Background: an optimization exercise with open tools, aiming at small area, a short achievable clock period and few clock cycles. Do not read the settings as production practice.
At most, simulation tests tie the RTL to the original design; equivalence was not proved.
Power is estimated from default activity; no workload was simulated.

## job 101
## keyword_source_lexer
module keyword_source_lexer #(
   parameter int MAX_TEXT_LEN = 65536
) (
   input  wire logic         clock,
   input  wire logic         reset,
   input  wire logic         req_valid,
   output logic             req_stall,
   input  wire logic [8:0]   req_data,
   output logic             rsp_valid,
   input  wire logic         rsp_stall,
   output logic [45:0]      rsp_data,
   input  wire logic         csr_we,
   input  wire logic [16:0]  csr_wdata
);
   logic         room;
   logic         push;
   logic [45:0]  push_w;
   ksl_front u_front (
      .clock     (clock),
      .reset     (reset),
      .req_valid (req_valid),
      .req_stall (req_stall),
      .req_data  (req_data),
      .csr_we    (csr_we),
      .csr_wdata (csr_wdata),
      .room      (room),
      .last_index(rsp_data[39:24]),
      .push      (push),
      .push_w    (push_w)
   );
   ksl_tokq u_tokq (
      .clock     (clock),
      .reset     (reset),
      .push      (push),
      .push_w    (push_w),
      .room      (room),
      .rsp_valid (rsp_valid),
      .rsp_stall (rsp_stall),
      .rsp_data  (rsp_data)
   );
endmodule
clock: 8.5 ns
lec_check: 0
abc_area: 1
cap_margin: 5
core_margin: 2
core_utilization: 40
cts_buf_list: sky130_fd_sc_hd__clkbuf_8
slew_margin: 5
standard.sh (not shown) runs the stock make flow with config.mk's settings and CLKGATE_MAP_FILE= SYNTH_SCRIPT=/design/flow/synth_recipe.tcl, a recipe that flattens the netlist after the stock synthesis.
==> flow/flow/run.sh <==
#!/bin/bash
# The standard layout, with the smallest buffer on each port instead of the
# default delay-cell buffer, and timing repair aiming 5.75 ns below the clock period
set -euo pipefail
export BUFFER_PORTS_ARGS="-buffer_cell sky130_fd_sc_hd__buf_1"
export SETUP_SLACK_MARGIN=5.75
bash standard.sh finish > standard_finish.log 2>&1
Testbench counts of job 101, summed over its fixed seeds: cycles 148,692.
Relative to job 101, the following input files were edited for job 102:
# job 101
export LEC_CHECK = 0
export ABC_AREA = 1
export CAP_MARGIN = 5
export CORE_MARGIN = 2
export CORE_UTILIZATION = 40
export CTS_BUF_LIST = sky130_fd_sc_hd__clkbuf_8
export SLEW_MARGIN = 5
create_clock -name core_clock -period 8.5 [get_ports {clock}]
# job 102
export LEC_CHECK = 0
export ABC_AREA = 1
export CAP_MARGIN = 20
export CORE_MARGIN = 2
export CORE_UTILIZATION = 50
export CTS_BUF_LIST = sky130_fd_sc_hd__clkbuf_8
export SLEW_MARGIN = 20
create_clock -name core_clock -period 8.5 [get_ports {clock}]
==> flow/flow/run.sh <==
#!/bin/bash
# The standard layout, with the smallest buffer on each port instead of the
# default delay-cell buffer, and timing repair aiming 5.65 ns below the clock period
set -euo pipefail
export BUFFER_PORTS_ARGS="-buffer_cell sky130_fd_sc_hd__buf_1"
export SETUP_SLACK_MARGIN=5.65
bash standard.sh finish > standard_finish.log 2>&1
Findings:
- Fraction of the mapped netlist area in compound gates came out exactly the same in job 101 and job 102.
- Design area was lower in the run labelled job 102.
- Diff job 101 -> job 102 | via count | increase of 108
Input-level comparison between job 103 and job 102:
# job 102
export LEC_CHECK = 0
export ABC_AREA = 1
export CAP_MARGIN = 20
export CORE_MARGIN = 2
export CORE_UTILIZATION = 50
export CTS_BUF_LIST = sky130_fd_sc_hd__clkbuf_8
export SLEW_MARGIN = 20
create_clock -name core_clock -period 8.5 [get_ports {clock}]
# job 103
export LEC_CHECK = 0
export ABC_AREA = 1
export CAP_MARGIN = 20
export CORE_MARGIN = 2
export CORE_UTILIZATION = 40
export CTS_BUF_LIST = sky130_fd_sc_hd__clkbuf_8
export SLEW_MARGIN = 20
create_clock -name core_clock -period 8.5 [get_ports {clock}]
==> flow/flow/run.sh <==
#!/bin/bash
# The standard layout, with the smallest buffer on each port instead of the
# default delay-cell buffer, and timing repair aiming 6 ns below the clock period
set -euo pipefail
export BUFFER_PORTS_ARGS="-buffer_cell sky130_fd_sc_hd__buf_1"
export SETUP_SLACK_MARGIN=6.0
bash standard.sh finish > standard_finish.log 2>&1
Findings:
In job 103, the global-route usage over all layers came out 4.4 points below the value in job 102. Max die height across job 102 and job 103: job 103. Job 103 vs job 102: switching power of the nets up. In job 103 the starting density of the core turned out 9.9 points lower than in job 102. The number of fillers in the final layout reported for job 103 is greater than that of job 102 by about 20%. Critical path depth was higher in job 102 than in job 103. In job 103 the total power per unit cell area turned out 11 mW/mm^2 lower than in job 102.

========
## lane 3
keyword_source_lexer, a different RTL version from the one above (not shown whole).
For scale: roughly 1400 cells after synthesis, about 130 flip-flops.
Settings: LEC_CHECK=0, CAP_MARGIN=20, CORE_MARGIN=2, CORE_UTILIZATION=40, SETUP_SLACK_MARGIN=3, SLEW_MARGIN=20; clock period 8.5 ns.
run.sh (not shown) runs the stock make flow with config.mk's settings and CLKGATE_MAP_FILE= SYNTH_SCRIPT=/design/flow/synth_recipe.tcl, a recipe that flattens the netlist after the stock synthesis.
Stock flow here: none of the scripts above is used.
Lane 3 did not stop at any stage, and its layout met the timing, DRC and antenna checks.
Here is what was changed in the inputs of lane 5 compared with lane 3.
- a change of SETUP_SLACK_MARGIN from 3 to 3.75
==> run summary <==
Compared with lane 3, in lane 5 power attributed to the clock group level, routed length on met3 rose by 10%. Lane 5 against lane 3: sum of internal, switching and leakage power saw an increase; clock power share saw a decrease. Relative to lane 3, the area growth from synthesis to final layout of lane 5 is higher by 2.9 points. Core utilization: lane 5 higher than lane 3. Lane 3 -> lane 5: via density per instance flat. Of lane 3 and lane 5, the run reporting the higher design area was lane 5. In the reports for lane 3 and lane 5, the smaller part of the cycle the worst path needs belongs to lane 5. Max buffering stage count on the worst path with inverters included across lane 3 and lane 5: lane 5. In lane 5 the non-clock buffer contribution to total cell area turned out 1.6 points higher than in lane 3.
Function was not checked in any run of this note: the RTL went through the layout flow alone.

========
build 72:
Another version of the RTL of keyword_source_lexer (not shown whole).
For scale: ~160 flip-flops, ~79 I/O pins, about 12000 sq um of cells after synthesis.
Settings: LEC_CHECK=0, CAP_MARGIN=20, CORE_MARGIN=2, CORE_UTILIZATION=40, CTS_BUF_LIST=sky130_fd_sc_hd__clkbuf_8, SETUP_SLACK_MARGIN=5, SLEW_MARGIN=20; clock period 8.5 ns.
standard.sh (not shown) runs the stock make flow with config.mk's settings and CLKGATE_MAP_FILE= SYNTH_SCRIPT=/design/flow/synth_recipe.tcl, a recipe that flattens the netlist after the stock synthesis.
==> flow/flow/run.sh <==
#!/bin/bash
# The standard layout, with the smallest buffer on each port instead of the
# default delay-cell buffer; repair still resizes port buffers where timing needs it
set -euo pipefail
export BUFFER_PORTS_ARGS="-buffer_cell sky130_fd_sc_hd__buf_1"
bash standard.sh finish > standard_finish.log 2>&1
Testbench counts of build 72, summed over its fixed seeds: cycles 146,983.
## Diff of input files: build 12 against build 72
- SETUP_SLACK_MARGIN: 5 -> 4.5
- CTS_BUF_LIST: sky130_fd_sc_hd__clkbuf_8 -> unset
## What came out
Re number of cells on the critical path: build 12 and build 72 aren't equal, and the higher value belongs to build 72.
Largest fanout on the critical path, build 12 and build 72: lower on build 72
Build 72 → build 12: static leakage power up about 0.33%, met1 layer wirelength in the final routing went down by 1.1%, post-layout minimum cycle time shows an increase of 0.30 ns, total of clock buffers placed in the layout increased 1.
Summary of the comparison: setup slack is lower in build 12, relative to build 72.
~same sequential power in build 12 and build 72
Combinational fraction of design power is higher on build 72
The run with more routed wire is build 72, not build 12.
Total chip power deteriorates in build 12 relative to build 72.
Inputs modified between build 12 and build 38:
- a deleted SETUP_SLACK_MARGIN that had been 4.5
==> flow/flow/run.sh <==
#!/bin/bash
# The standard layout, with the smallest buffer on each port instead of the
# default delay-cell buffer, and timing repair aiming 6 ns below the clock period
set -euo pipefail
export BUFFER_PORTS_ARGS="-buffer_cell sky130_fd_sc_hd__buf_1"
export SETUP_SLACK_MARGIN=6
bash standard.sh finish > standard_finish.log 2>&1
## What came out
For first-pass GRT wire length, dividing the value from build 12 by the value from build 38 gives 0.893. Build 38 reports a higher wire length than build 12 does. Side by side, portion of total power attributed to the clock network turned out lower in build 38 than in build 12.
[inputs] build 27 vs build 38
- SETUP_SLACK_MARGIN: unset -> 5
==> flow/flow/run.sh <==
#!/bin/bash
# The standard layout, with the smallest buffer on each port instead of the
# default delay-cell buffer; repair still resizes port buffers where timing needs it
set -euo pipefail
export BUFFER_PORTS_ARGS="-buffer_cell sky130_fd_sc_hd__buf_1"
bash standard.sh finish > standard_finish.log 2>&1
==> comparison <==
- Per the final summary, build 27 finished and its layout is clean on timing, DRC and antenna.
- Against build 38, overall power consumption in build 27 came out better.
- Build 27 vs. build 38: buffering stage count on the worst path with inverters included down 2, worst setup slack down 0.098 ns, design area down 21%, routability congestion estimate from global placement down 0.030.

========
== red ==
RTL: one of the versions met above, not the one the previous note started from.
Size in the first run: ~1300 cells after synthesis, ~79 I/O pins, ~11000 µm² of cells after synthesis.
==> flow/config.mk <==
export PLATFORM = sky130hd
export DESIGN_NAME = keyword_source_lexer
export DESIGN_NICKNAME = keyword_source_lexer
export VERILOG_FILES = /design/flow/design.v
export SDC_FILE = /design/flow/constraint.sdc
export NUM_CORES = 4
export LEC_CHECK = 0
export CAP_MARGIN = 20
export CORE_MARGIN = 2
export CORE_UTILIZATION = 40
export CTS_BUF_LIST = sky130_fd_sc_hd__clkbuf_8
export SLEW_MARGIN = 20
==> flow/constraint.sdc <==
create_clock -name core_clock -period 8.5 [get_ports {clock}]
set_input_delay 1.7000 -clock core_clock [delete_from_list [all_inputs] [get_ports {clock}]]
set_output_delay 1.7000 -clock core_clock [all_outputs]
set_load 0.01 [all_outputs]
==> flow/flow/run.sh <==
#!/bin/bash
# The standard layout, with the smallest buffer on each port instead of the
# default delay-cell buffer, and timing repair aiming 5.5 ns below the clock period
set -euo pipefail
export BUFFER_PORTS_ARGS="-buffer_cell sky130_fd_sc_hd__buf_1"
export SETUP_SLACK_MARGIN=5.5
bash standard.sh finish > standard_finish.log 2>&1
Testbench counts of red, summed over its fixed seeds: cycles 148,692.
Here is what was changed in the inputs of blue compared with red.
# red
export LEC_CHECK = 0
export CAP_MARGIN = 20
export CORE_MARGIN = 2
export CORE_UTILIZATION = 40
export CTS_BUF_LIST = sky130_fd_sc_hd__clkbuf_8
export SLEW_MARGIN = 20
create_clock -name core_clock -period 8.5 [get_ports {clock}]
# blue
export LEC_CHECK = 0
export ABC_AREA = 1
export CAP_MARGIN = 20
export CORE_MARGIN = 2
export CORE_UTILIZATION = 40
export CTS_BUF_LIST = sky130_fd_sc_hd__clkbuf_8
export SLEW_MARGIN = 20
create_clock -name core_clock -period 8.5 [get_ports {clock}]
==> flow/flow/run.sh <==
#!/bin/bash
# The standard layout with three changes to how it is made:
#  - after the standard synthesis, OpenROAD's restructure re-maps the combinational
#    logic for area (registers are left as synthesis made them);
#  - the smallest buffer on each port instead of the default delay-cell buffer;
#  - timing repair aiming 5.5 ns below the clock period.
# Each tool writes its full output to a log of its own in this folder.
set -euo pipefail
export BUFFER_PORTS_ARGS="-buffer_cell sky130_fd_sc_hd__buf_1"
export SETUP_SLACK_MARGIN=5.5
bash standard.sh synth > standard_synth.log 2>&1
R=orfs/results/${FLOW_PLATFORM}/keyword_source_lexer/base
P=${FLOW_HOME}/platforms/${FLOW_PLATFORM}
LIB=${P}/lib/sky130_fd_sc_hd__tt_025C_1v80.lib
DONT_USE=$(sed -n '/^export DONT_USE_CELLS/,/^$/p' "${P}/config.mk" | grep -o 'sky130_fd_sc_hd__[A-Za-z0-9_]*' | tr '\n' ' ')
mkdir -p rmp_work
# restructure maps to every cell of the liberty file it is given: give it one without
# the platform's don't-use cells
python3 flow/libfilter.py "${LIB}" rmp_lib.lib ${DONT_USE} > libfilter.log 2>&1
cat > restructure.tcl <<EOT
read_lef ${P}/lef/sky130_fd_sc_hd.tlef
read_lef ${P}/lef/sky130_fd_sc_hd_merged.lef
read_liberty ${LIB}
read_db ${R}/1_synth.odb
read_sdc ${R}/1_synth.sdc
foreach c {${DONT_USE}} { set_dont_use [get_lib_cells */\$c] }
puts "before"
report_design_area
restructure -target area -liberty_file rmp_lib.lib -tielo_port sky130_fd_sc_hd__conb_1/LO -tiehi_port sky130_fd_sc_hd__conb_1/HI -work_dir rmp_work
puts "after"
report_design_area
write_db ${R}/1_synth.odb
EOT
openroad -no_init -exit restructure.tcl > restructure.log 2>&1
touch ${R}/1_synth.sdc
bash standard.sh finish > standard_finish.log 2>&1
==> flow/flow/libfilter.py (new file) <==
#!/usr/bin/env python3
# Copies a liberty file without the cells named on the command line.
# usage: libfilter.py IN OUT CELL...
import re
import sys

src, dst, drop = sys.argv[1], sys.argv[2], set(sys.argv[3:])
text = open(src).read()
out = []
pos = 0
pat = re.compile(r'\n(\s*)cell\s*\(\s*"?([A-Za-z0-9_]+)"?\s*\)\s*\{')
while True:
    m = pat.search(text, pos)
    if not m:
        out.append(text[pos:])
        break
    out.append(text[pos:m.start()])
    depth, i = 1, m.end()
    while depth:
        ch = text[i]
        if ch == '{':
            depth += 1
        elif ch == '}':
            depth -= 1
        i += 1
    if m.group(2) not in drop:
        out.append(text[m.start():i])
    pos = i
open(dst, 'w').write(''.join(out))
Notes after the runs:
red went all the way through the flow, and no timing, DRC or antenna check failed.
Having completed the whole flow, blue delivered a layout that passed the timing, DRC and antenna checks.
From red to blue the numbers moved as follows: multi-input combinational cell area went down, placed cell count dropped about 7%, total power now sits higher, global routing usage on met2 increased 7.2 points.

========
keyword_source_lexer, a different RTL version from the one above (not shown whole).
Size: about 1,500 cells after synthesis, roughly 150 flip-flops, roughly 79 I/O pins.
==> flow/config.mk <==
export PLATFORM = sky130hd
export DESIGN_NAME = keyword_source_lexer
export DESIGN_NICKNAME = keyword_source_lexer
export VERILOG_FILES = /design/flow/design.v
export SDC_FILE = /design/flow/constraint.sdc
export NUM_CORES = 4
export LEC_CHECK = 0
export ABC_CLOCK_PERIOD_IN_PS = 3500
export CAP_MARGIN = 20
export CORE_MARGIN = 2
export CORE_UTILIZATION = 40
export SETUP_SLACK_MARGIN = 4.5
export SLEW_MARGIN = 20
==> flow/constraint.sdc <==
create_clock -name core_clock -period 8.5 [get_ports {clock}]
set_input_delay 1.7000 -clock core_clock [delete_from_list [all_inputs] [get_ports {clock}]]
set_output_delay 1.7000 -clock core_clock [all_outputs]
set_load 0.01 [all_outputs]
run.sh (not shown) runs the stock make flow with config.mk's settings and CLKGATE_MAP_FILE= SYNTH_SCRIPT=/design/flow/synth_recipe.tcl, a recipe that flattens the netlist after the stock synthesis.
Stock flow here: none of the scripts above is used.
The baseline ran to the end with no violations.
Change:
ABC_CLOCK_PERIOD_IN_PS = 5000   (was 3500)
SETUP_SLACK_MARGIN = 3   (was 4.5)
After rerunning:
- power decreases by 10%
- final area decreases by 19%
- flip-flop and latch count stays the same
- first-iteration DRC count decreases by 7.3%
Function was not checked in any run of this note: the RTL went through the layout flow alone.

========
v41:
keyword_source_lexer with an RTL version that a note above also has.
Size: about 1700 cells after synthesis, ~79 I/O pins, about 11000 um^2 of cells after synthesis.
Design keyword_source_lexer, start of the top module:
module keyword_source_lexer #(
   parameter int MAX_TEXT_LEN = 65536
) (
   input  wire logic         clock,
   input  wire logic         reset,
   input  wire logic         req_valid,
   output logic             req_stall,
   input  wire logic [8:0]   req_data,
   output logic             rsp_valid,
   input  wire logic         rsp_stall,
   output logic [45:0]      rsp_data,
   input  wire logic         csr_we,
   input  wire logic [16:0]  csr_wdata
);
clock: 8.5 ns
lec_check: 0
abc_area: 1
cap_margin: 20
core_margin: 2
core_utilization: 40
cts_buf_list: sky130_fd_sc_hd__clkbuf_8
place_density: 0.7
slew_margin: 20
standard.sh (not shown) runs the stock make flow with config.mk's settings and CLKGATE_MAP_FILE= SYNTH_SCRIPT=/design/flow/synth_recipe.tcl, a recipe that flattens the netlist after the stock synthesis.
==> flow/flow/run.sh <==
#!/bin/bash
# The standard layout, with the smallest buffer on each port instead of the
# default delay-cell buffer, and timing repair aiming 5.65 ns below the clock period
set -euo pipefail
export BUFFER_PORTS_ARGS="-buffer_cell sky130_fd_sc_hd__buf_1"
export SETUP_SLACK_MARGIN=5.65
bash standard.sh finish > standard_finish.log 2>&1
Testbench counts of v41, summed over its fixed seeds: cycles 148,692.
--- input diff v41..v45 ---
Settings: clearing PLACE_DENSITY, which used to be 0.7.
--- a/flow/flow/run.sh
+++ b/flow/flow/run.sh
@@ -3 +3 @@
-# default delay-cell buffer, and timing repair aiming 5.65 ns below the clock period
+# default delay-cell buffer, and timing repair aiming 5.5 ns below the clock period
@@ -6 +6 @@
-export SETUP_SLACK_MARGIN=5.65
+export SETUP_SLACK_MARGIN=5.5
==> run summary <==
v45 completed end to end with timing, DRC and antenna clean.
v45 does worse than v41 on total internal power.
v45 ended up with a lower critical path depth than v41 did.
Between v45 and v41, it is v45 whose core utilization is lower, by 0.82 points.
Cmp v41 and v45 / total power / higher: v45
### v45 -> v2
--- a/flow/flow/run.sh
+++ b/flow/flow/run.sh
@@ -3 +3 @@
-# default delay-cell buffer, and timing repair aiming 5.5 ns below the clock period
+# default delay-cell buffer, and timing repair aiming 6.25 ns below the clock period
@@ -6 +6 @@
-export SETUP_SLACK_MARGIN=5.5
+export SETUP_SLACK_MARGIN=6.25
Notes after the runs:
Core utilization: v2 higher than v45. Delta (v2 minus v45): remaining max-slew budget at the tightest pin higher, met3 layer usage reported by global route higher, sequential share of layout area lower, number of fillers in the final layout lower, non-clock buffer total of the final layout higher. v2 reports a higher relative area change from synthesis to final layout than v45 does. Comparing v2 and v45, the higher combinational power was measured on v2. Final area: v2 worse than v45.
--- input diff v2..v27 ---
--- a/flow/flow/run.sh
+++ b/flow/flow/run.sh
@@ -3 +3 @@
-# default delay-cell buffer, and timing repair aiming 6.25 ns below the clock period
+# default delay-cell buffer, and timing repair aiming 5.75 ns below the clock period
@@ -6 +6 @@
-export SETUP_SLACK_MARGIN=6.25
+export SETUP_SLACK_MARGIN=5.75
==> comparison <==
- Side by side, number of non-filler instances in the completed layout turned out lower in v27 than in v2.
- On sequential share of layout area: between v27 and v2, it ends up higher for v27.
- Diff v2 -> v27: fmax climbed 2.3%; detailed-routing wirelength on met1 went down by 4.2%.
- The global-route usage number comes out lower for v27 vs v2.
- v27 ends up with a power that is 15% lower than in v2.

separate check: timing with driven ports:
How much do the figures lean on ideal ports? The routed layouts below were timed once more, with nothing changed but the port constraints.
Step 1 sets driving cells, clkbuf_16 on the clock port and buf_2 on the other inputs (assumed; they add their load-dependent delay and slew).
Step 2, shift: input delay + t, output delay - t, t = (earliest + latest rising clock arrival at the registers) / 2. This alone moves slack from input paths to output paths.
Slacks: ideal / step 1 / step 2; pairs: ideal / step 1.
| run | shift t [ns] | setup WS [ns] | worst setup path at the end | worst register clock-pin slew, ns |
|---|---|---|---|---|
| job 101 | 0.488 | 5.758 / 5.716 / 5.309 | input to register | 0.10 / 0.10 |
| job 102 | 0.492 | 5.713 / 5.678 / 5.240 | input to register | 0.10 / 0.10 |
| job 103 | 0.508 | 5.747 / 5.701 / 5.370 | input to register | 0.09 / 0.09 |
| lane 3 | 0.468 | 3.278 / 3.229 / 3.125 | input to register | 0.07 / 0.07 |
| lane 5 | 0.469 | 3.669 / 3.621 / 3.484 | input to register | 0.07 / 0.07 |
| build 72 | 0.505 | 5.102 / 5.094 / 4.638 | input to register | 0.11 / 0.11 |
| build 12 | 0.481 | 4.799 / 4.799 / 4.543 | input to register | 0.07 / 0.07 |
| build 38 | 0.486 | 5.173 / 5.184 / 4.698 | input to register | 0.08 / 0.08 |
| build 27 | 0.474 | 5.075 / 5.089 / 4.628 | input to register | 0.08 / 0.08 |
| red | 0.491 | 5.532 / 5.520 / 5.067 | input to register | 0.11 / 0.11 |
| blue | 0.495 | 4.815 / 4.817 / 4.322 | input to register | 0.10 / 0.10 |
| the first run of note 5 | 0.483 | 3.539 / 3.488 / 3.733 | input to register | 0.08 / 0.08 |
| the second run of note 5 | 0.478 | 3.066 / 3.066 / 2.591 | input to register | 0.08 / 0.08 |
| v41 | 0.506 | 5.687 / 5.654 / 5.197 | input to register | 0.09 / 0.09 |
| v45 | 0.487 | 5.575 / 5.537 / 5.108 | input to register | 0.09 / 0.09 |
| v2 | 0.492 | 5.694 / 5.705 / 5.226 | input to register | 0.09 / 0.09 |
| v27 | 0.488 | 5.758 / 5.716 / 5.309 | input to register | 0.10 / 0.10 |
After both steps every run listed still meets setup and hold. For blue, which loses most, drivers alone change the setup slack by +0.002 ns; drivers and shift together by -0.493 ns.
